What follows belongs to an exercise in optimizing a design on an open flow for small area; a production flow would make more cautious choices.
The RTL was checked by simulation tests, not by an equivalence proof against the original design.
Power and IR drop assume default switching activity.

**config.mk**
```make
export PLATFORM = sky130hd
export DESIGN_NAME = bmem_line_adapter
export DESIGN_NICKNAME = bmem_line_adapter
export VERILOG_FILES = /design/flow/design.v
export SDC_FILE = /design/flow/constraint.sdc
export NUM_CORES = 4
export LEC_CHECK = 0
export CAP_MARGIN = 20
export CORE_AREA = 10 10 390 390
export DIE_AREA = 0 0 400 400
export SLEW_MARGIN = 20
```
**constraint.sdc**
```tcl
create_clock -name core_clock -period 5.0 [get_ports {clk}]
set_input_delay 1.0000 -clock core_clock [delete_from_list [all_inputs] [get_ports {clk}]]
set_output_delay 1.0000 -clock core_clock [all_outputs]
set_load 0.01 [all_outputs]
```
**design.v**
```verilog
package bmem_pkg;
    localparam int BEAT_W      = 64;
    localparam int BEATS       = 4;
    localparam int LINE_W      = BEAT_W * BEATS;
    localparam int OFFSET_BITS = 5;
    typedef enum logic [2:0] {
        IDLE,
        WR_BURST,
        RD_ISSUE,
        RD_WAIT,
        RESP
    } bmem_state_t;
    typedef enum logic {
        GNT_I,
        GNT_D
    } bmem_gnt_t;
endpackage
module rr_arbiter2 (
    input  logic clk,
    input  logic rst,
    input  logic req_i,
    input  logic req_d,
    input  logic update,
    output logic gnt_d,
    output logic any_req
);
    bmem_pkg::bmem_gnt_t last_grant;
    bmem_pkg::bmem_gnt_t winner;
    always_comb begin
        winner = bmem_pkg::GNT_I;
        if (req_d && (!req_i || last_grant == bmem_pkg::GNT_I))
            winner = bmem_pkg::GNT_D;
    end
    always_ff @(posedge clk or posedge rst) begin
        if (rst)
            last_grant <= bmem_pkg::GNT_I;
        else if (update && (req_i || req_d))
            last_grant <= winner;
    end
    assign gnt_d   = (winner == bmem_pkg::GNT_D);
    assign any_req = req_i | req_d;
endmodule
module bmem_line_adapter #(
    parameter int ADDR_W = 32,
    parameter int BEAT_W = 64,
    parameter int BEATS  = 4
) (
    input  logic                      clk,
    input  logic                      rst,
    input  logic [ADDR_W-1:0]         i_addr,
    input  logic                      i_read,
    output logic [BEAT_W*BEATS-1:0]   i_rdata,
    output logic                      i_resp,
    input  logic [ADDR_W-1:0]         d_addr,
    input  logic                      d_read,
    input  logic                      d_write,
    input  logic [BEAT_W*BEATS-1:0]   d_wdata,
    output logic [BEAT_W*BEATS-1:0]   d_rdata,
    output logic                      d_resp,
    output logic [ADDR_W-1:0]         bmem_addr,
    output logic                      bmem_read,
    output logic                      bmem_write,
    output logic [BEAT_W-1:0]         bmem_wdata,
    input  logic                      bmem_ready,
    input  logic [ADDR_W-1:0]         bmem_raddr,
    input  logic [BEAT_W-1:0]         bmem_rdata,
    input  logic                      bmem_rvalid
);
    localparam int LINE_W = BEAT_W * BEATS;
    localparam int CNT_W  = $clog2(BEATS);
    localparam logic [CNT_W-1:0]  LAST_BEAT = CNT_W'(BEATS - 1);
    localparam logic [ADDR_W-1:0] LINE_MASK = {{(ADDR_W-bmem_pkg::OFFSET_BITS){1'b1}}, {bmem_pkg::OFFSET_BITS{1'b0}}};
    bmem_pkg::bmem_state_t        state_q, state_d;
    bmem_pkg::bmem_gnt_t          gnt_q;
    logic [CNT_W-1:0]   cnt_q;
    logic [ADDR_W-1:0]  addr_q;
    logic [LINE_W-1:0]  wbuf_q;
    logic [LINE_W-1:0]  asm_q;
    logic [LINE_W-1:0]  line_fill;
    logic [LINE_W-1:0]  i_rdata_q;
    logic [LINE_W-1:0]  d_rdata_q;
    logic [ADDR_W-1:0]  sel_addr;
    logic               gnt_d;
    logic               any_req;
    logic               arb_update;
    logic               beat_hit;
    rr_arbiter2 u_arb (
        .clk     (clk),
        .rst     (rst),
        .req_i   (i_read),
        .req_d   (d_read | d_write),
        .update  (arb_update),
        .gnt_d   (gnt_d),
        .any_req (any_req)
    );
    assign sel_addr = gnt_d ? d_addr : i_addr;
    assign beat_hit = (state_q == bmem_pkg::RD_WAIT) && bmem_rvalid && (bmem_raddr == addr_q);
    always_comb begin
        line_fill = asm_q;
        line_fill[cnt_q*BEAT_W +: BEAT_W] = bmem_rdata;
    end
    always_comb begin
        state_d    = state_q;
        arb_update = 1'b0;
        bmem_read  = 1'b0;
        bmem_write = 1'b0;
        bmem_wdata = '0;
        i_resp     = 1'b0;
        d_resp     = 1'b0;
        case (state_q)
            bmem_pkg::IDLE: begin
                arb_update = 1'b1;
                if (any_req)
                    state_d = (gnt_d && d_write) ? bmem_pkg::WR_BURST : bmem_pkg::RD_ISSUE;
            end
            bmem_pkg::WR_BURST: begin
                bmem_write = 1'b1;
                bmem_wdata = wbuf_q[cnt_q*BEAT_W +: BEAT_W];
                if (bmem_ready && cnt_q == LAST_BEAT)
                    state_d = bmem_pkg::RESP;
            end
            bmem_pkg::RD_ISSUE: begin
                bmem_read = 1'b1;
                if (bmem_ready)
                    state_d = bmem_pkg::RD_WAIT;
            end
            bmem_pkg::RD_WAIT: begin
                if (beat_hit && cnt_q == LAST_BEAT)
                    state_d = bmem_pkg::RESP;
            end
            bmem_pkg::RESP: begin
                i_resp  = (gnt_q == bmem_pkg::GNT_I);
                d_resp  = (gnt_q == bmem_pkg::GNT_D);
                state_d = bmem_pkg::IDLE;
            end
            default: state_d = bmem_pkg::IDLE;
        endcase
    end
    always_ff @(posedge clk or posedge rst) begin
        if (rst) begin
            state_q   <= bmem_pkg::IDLE;
            gnt_q     <= bmem_pkg::GNT_I;
            cnt_q     <= '0;
            addr_q    <= '0;
            wbuf_q    <= '0;
            asm_q     <= '0;
            i_rdata_q <= '0;
            d_rdata_q <= '0;
        end else begin
            state_q <= state_d;
            case (state_q)
                bmem_pkg::IDLE: begin
                    if (any_req) begin
                        gnt_q  <= gnt_d ? bmem_pkg::GNT_D : bmem_pkg::GNT_I;
                        addr_q <= sel_addr & LINE_MASK;
                        cnt_q  <= '0;
                        if (gnt_d && d_write)
                            wbuf_q <= d_wdata;
                    end
                end
                bmem_pkg::WR_BURST: begin
                    if (bmem_ready)
                        cnt_q <= cnt_q + 1'b1;
                end
                bmem_pkg::RD_WAIT: begin
                    if (beat_hit) begin
                        asm_q <= line_fill;
                        cnt_q <= cnt_q + 1'b1;
                        if (cnt_q == LAST_BEAT) begin
                            if (gnt_q == bmem_pkg::GNT_D)
                                d_rdata_q <= line_fill;
                            else
                                i_rdata_q <= line_fill;
                        end
                    end
                end
                bmem_pkg::RESP: cnt_q <= '0;
                default: ;
            endcase
        end
    end
    assign bmem_addr = addr_q;
    assign i_rdata   = i_rdata_q;
    assign d_rdata   = d_rdata_q;
endmodule
```
**run.sh**
```bash
#!/bin/bash
# synth_recipe.tcl (not shown) runs the flow's synth.tcl, then flattens the netlist and writes it again
# the make line also repeats each setting of config.mk as NAME=value (left out here)
make -C /OpenROAD-flow-scripts/flow DESIGN_CONFIG=/design/flow/config.mk WORK_HOME=/design/flow/orfs CLKGATE_MAP_FILE= SYNTH_SCRIPT=/design/flow/synth_recipe.tcl finish
```
==> flow_metrics.tcl <==
set metrics [dict create \
    synthCells 4317 \
    clock_skew_ns 0.03691 \
    setup_viol 0 \
    die_y_um 400 \
    die-area_um2 160000 \
    synth-seq-cells 1057 \
    port_buffers 1019 \
    cts_max_level 3 \
    path_depth 4 \
    r2r_cells 8 \
    ys.warnings.count 2 \
    area_growth_syn_to_layout_pct 35.33 \
    synth_area_um2 45420 \
    wl_met2_um 84790 \
    postCtsSetupBuffers 0 \
    ys_dominant_reg_cell "dfrtp_1" \
    status "finished clean" \
    nFillCells 13730 \
    clockBufferDepth 3 \
    vias 35090 \
    syn_avg_cell_area_um2 10.52 \
    drc_errors 0 \
    core-area_um2 143500 \
    reg2reg_slack_ns 1.41 \
    drv_slew 0 \
    wirelength_um 180400 \
    drtAntennaViolNets 0 \
    fp-row-count 139 \
    fin_nets 5611 \
    synth_top_cell_by_area "dfrtp_1" \
    crit_fanout 21 \
    clk_latency_ns 0.75 \
    start_util_pct 31.66 \
    tritoncts "built" \
    synthDistinctLibCells 44 \
    max_cap_violations 0 \
    drt-met1-wl_um 72730 \
    p_per_area_nw_per_um2 417.2 \
    numCtsBuffers 117 \
    worst_ep_arrival_time_ns 3.37 \
    top_layer_used "met5" \
    first_iter_violations 2389 \
    yosysTopAreaCellShare_pct 58.23 \
    worstPathCellList "clkinv_1 -> buf_4 -> and3_1 -> clkdlybuf4s50_1" \
    dp_hpwl_um 128800 \
    finalHoldViolations 0 \
    tns_ns 0 \
    firstDrtPassIters 5 \
    final_core_util_pct 42.84 \
    maxSlewHeadroom_pct 19.40 \
    fin_crit_sh_pct 87.33 \
    end_kind "primary output" \
    dr_wl_met3_um 15880 \
    cts_sinks 1057 \
    rsz0062_at_grt "no" \
    required_ns 4.00 \
    fp.dieW_um 400 \
    synth-seq-area-share_pct 58.23 \
    cpMaxStageDelayCell "clkinv_1" \
    leakagePower_nw 27.90 \
    holdPathStages 2 \
    num_io_pins 1035 \
    path_buf_inv 3 \
    cts_repair_resize_count 0 \
    hold_buffers 0 \
    critPathMaxStageDelay_ns 0.81 \
    path_delay_family "buffers and inverters" \
    final.min_clock_period_ns 4.367 \
    fmax_mhz 229.0 \
    worst_setup_path_start_kind "flip-flop" \
    grt.overflow.total 0 \
    synth_edf_count 0 \
    min_path_type "flip-flop to flip-flop" \
    grt_max_degree 145 \
    max_slew.worst_pin.slew_ns 1.209 \
    grt_antenna_before_repair 55 \
    post_drt_wl_per_cell_um 25.03 \
    grt.total_usage_pct 21.80 \
    layout-drive-gt1-share_pct 15.46 \
    gp_congestion 0.8394 \
    clk_pin_slew_ns 0.06 \
    viasPerCell 4.869 \
    root_buffer "clkbuf_16" \
    irDropWorstVdd_v 0.0004220 \
    critPathKind "flip-flop to primary output" \
    grt_pass1_vias 35910 \
    ys_top_cells_by_area "dfrtp_1, nand2_1, mux2_2" \
    grt_pass1_wl_um 258200 \
    async_flop_share_pct 100.0 \
]
[per-stage QoR]
stage / area, µm² / instances / hold WS (ns) / worst slack, ns / power (mW)
5_1_grt: 61450 / 7198 / 0.4701 / 0.3835 / 26.81
4_1_cts: 61360 / 7180 / 0.4604 / 0.5261 / 25.95
2_1_floorplan: 45440 / 4321 / 0.4309 / -10.58 / 14.19
3_5_place_dp: 57330 / 6965 / 0.4472 / 0.7076 / 16.92
3_3_place_gp: 57330 / 6965 / 0.4422 / 0.7608 / 16.77
6_report: 61470 / 7208 / 0.4552 / 0.6333 / 25.65
[sequential cells by signal (all words and copies together) (netlist names)]
register          flops
i_rdata_q           256
wbuf_q              256
cnt_q                 2
state_q               3
u_arb.last_grant      1
d_rdata_q           256
asm_q               256
addr_q               27
[routing by layer]
metal  track usage, %  up-vias
met3            7.631      312
li1                 -    16070
met5                0        -
met2            35.22     1136
met1            26.83    17540
met4            7.936       44
[layout make-up]
cell class                      count  area, µm²  area share, %
Inverter                            7      30.03        0.04885
Sequential cell                  1057      26460          43.04
Tap cell                         1903       2381          3.873
Antenna cell                       26      65.06         0.1058
Multi-Input combinational cell   2897      17250          28.05
Clock inverter                     40      551.8         0.8976
Timing Repair Buffer             1103      11260          18.32
Clock buffer                      175       3477          5.656
[cell families (layout without fill, tap and decap cells)]
| group | count (synthesis) | after routing | synth area share (%) |
|---|---|---|---|
| other | 1 | 31 | 0.008256 |
| multiplexers | 352 | 352 | 10.23 |
| buffers and inverters | 367 | 1325 | 4.069 |
| adder cells (fa/ha/maj) | 5 | 5 | 0.1377 |
| AO/OA/AOI/OAI | 810 | 810 | 10.64 |
| XOR/XNOR | 26 | 26 | 0.5013 |
| flip-flops | 1057 | 1057 | 58.23 |
| AND/OR/NAND/NOR | 1699 | 1699 | 16.18 |
[power breakdown]
group	leakage (nW)	switching, mW	total [mW]	internal, mW
clock network	1.95	3.73	8.95	5.23
registers	14.4	0.850	10.6	9.71
logic	11.5	3.44	6.14	2.70
[cells in the mapped netlist, types with 2 or more instances]
| library cell | instances |
|---|---|
| a21oi_1 | 258 |
| and3_1 | 70 |
| and4_1 | 4 |
| buf_1 | 17 |
| buf_4 | 71 |
| buf_6 | 27 |
| clkbuf_1 | 244 |
| dfrtp_1 | 1057 |
| ha_1 | 5 |
| inv_1 | 7 |
| mux2_2 | 259 |
| mux2i_1 | 29 |
| mux4_2 | 64 |
| nand2_1 | 1312 |
| nand2b_1 | 4 |
| nand3_1 | 2 |
| nand4_1 | 12 |
| nand4b_1 | 2 |
| nor2_1 | 9 |
| nor2b_1 | 260 |
| nor3_1 | 8 |
| nor3b_1 | 2 |
| nor4_1 | 6 |
| o21ai_0 | 275 |
| o21ai_1 | 69 |
| o21ai_2 | 200 |
| o221ai_1 | 2 |
| or3_1 | 2 |
| xnor2_1 | 14 |
| xor2_1 | 12 |
[tightest hold or removal path, cell delays in order (launching register included)]
cell and delay, ns:
dfrtp_1 0.33, nand2_1 0.05, nand2_1 0.05
[placed cells by master, fill, tap and decap left out, types with 3 or more instances in the layout]
master,n
o21ai_0,275
clkinv_16,4
diode_2,26
dfrtp_1,1055
clkbuf_16,118
o21ai_1,69
and3_1,69
xnor2_1,14
nand2_1,1311
xor2_1,12
nor4_1,6
nor3_2,3
clkinvlp_4,8
ha_4,4
nor2b_1,259
and4_4,4
mux4_2,64
inv_1,5
nand4_1,12
a21oi_1,257
clkdlybuf4s50_1,1019
o21ai_2,200
clkbuf_8,31
mux2_2,259
nand2b_1,4
conb_1,5
nor3_1,5
mux2i_1,29
bufinv_16,8
buf_12,33
clkinv_2,14
clkinv_4,5
clkbuf_1,26
buf_4,50
nor2_1,9
[path summary, 6_finish.rpt]
check                                 from        endpoint
worst max-delay path            state_q[1]  bmem_wdata[21]
worst min-delay path            asm_q[119]      asm_q[119]
worst max register to register    cnt_q[0]      asm_q[255]
worst min register to register  asm_q[119]      asm_q[119]
max in group asynchronous              rst   i_rdata_q[22]
min in group asynchronous              rst     wbuf_q[171]

==> what the ideal ports hide <==
The flow's constraints put no driver on any port. The routed layout listed below was extracted and timed again, unchanged, in two steps.
Step 1 assumes that a clkbuf_16 drives the clock port and a buf_2 every other input.
Step 2 adds t to the input delays and takes it off the output delays; t is the mean of the earliest and latest rising clock arrival at the registers after step 1. Input paths then give back, and output paths get back, about the clock's delay inside the block.
Three values: no drivers, after step 1, after step 2; two values: the first two.
shift t [ns]: 0.800
setup WS [ns]: 0.633 / 0.562 / 0.545
worst setup path after step 2: input to register
worst data-port slew with drivers (ns): 0.20
After both steps this run still meets setup and hold. The setup slack of this run moves by -0.071 ns with the drivers and by -0.088 ns with both steps.
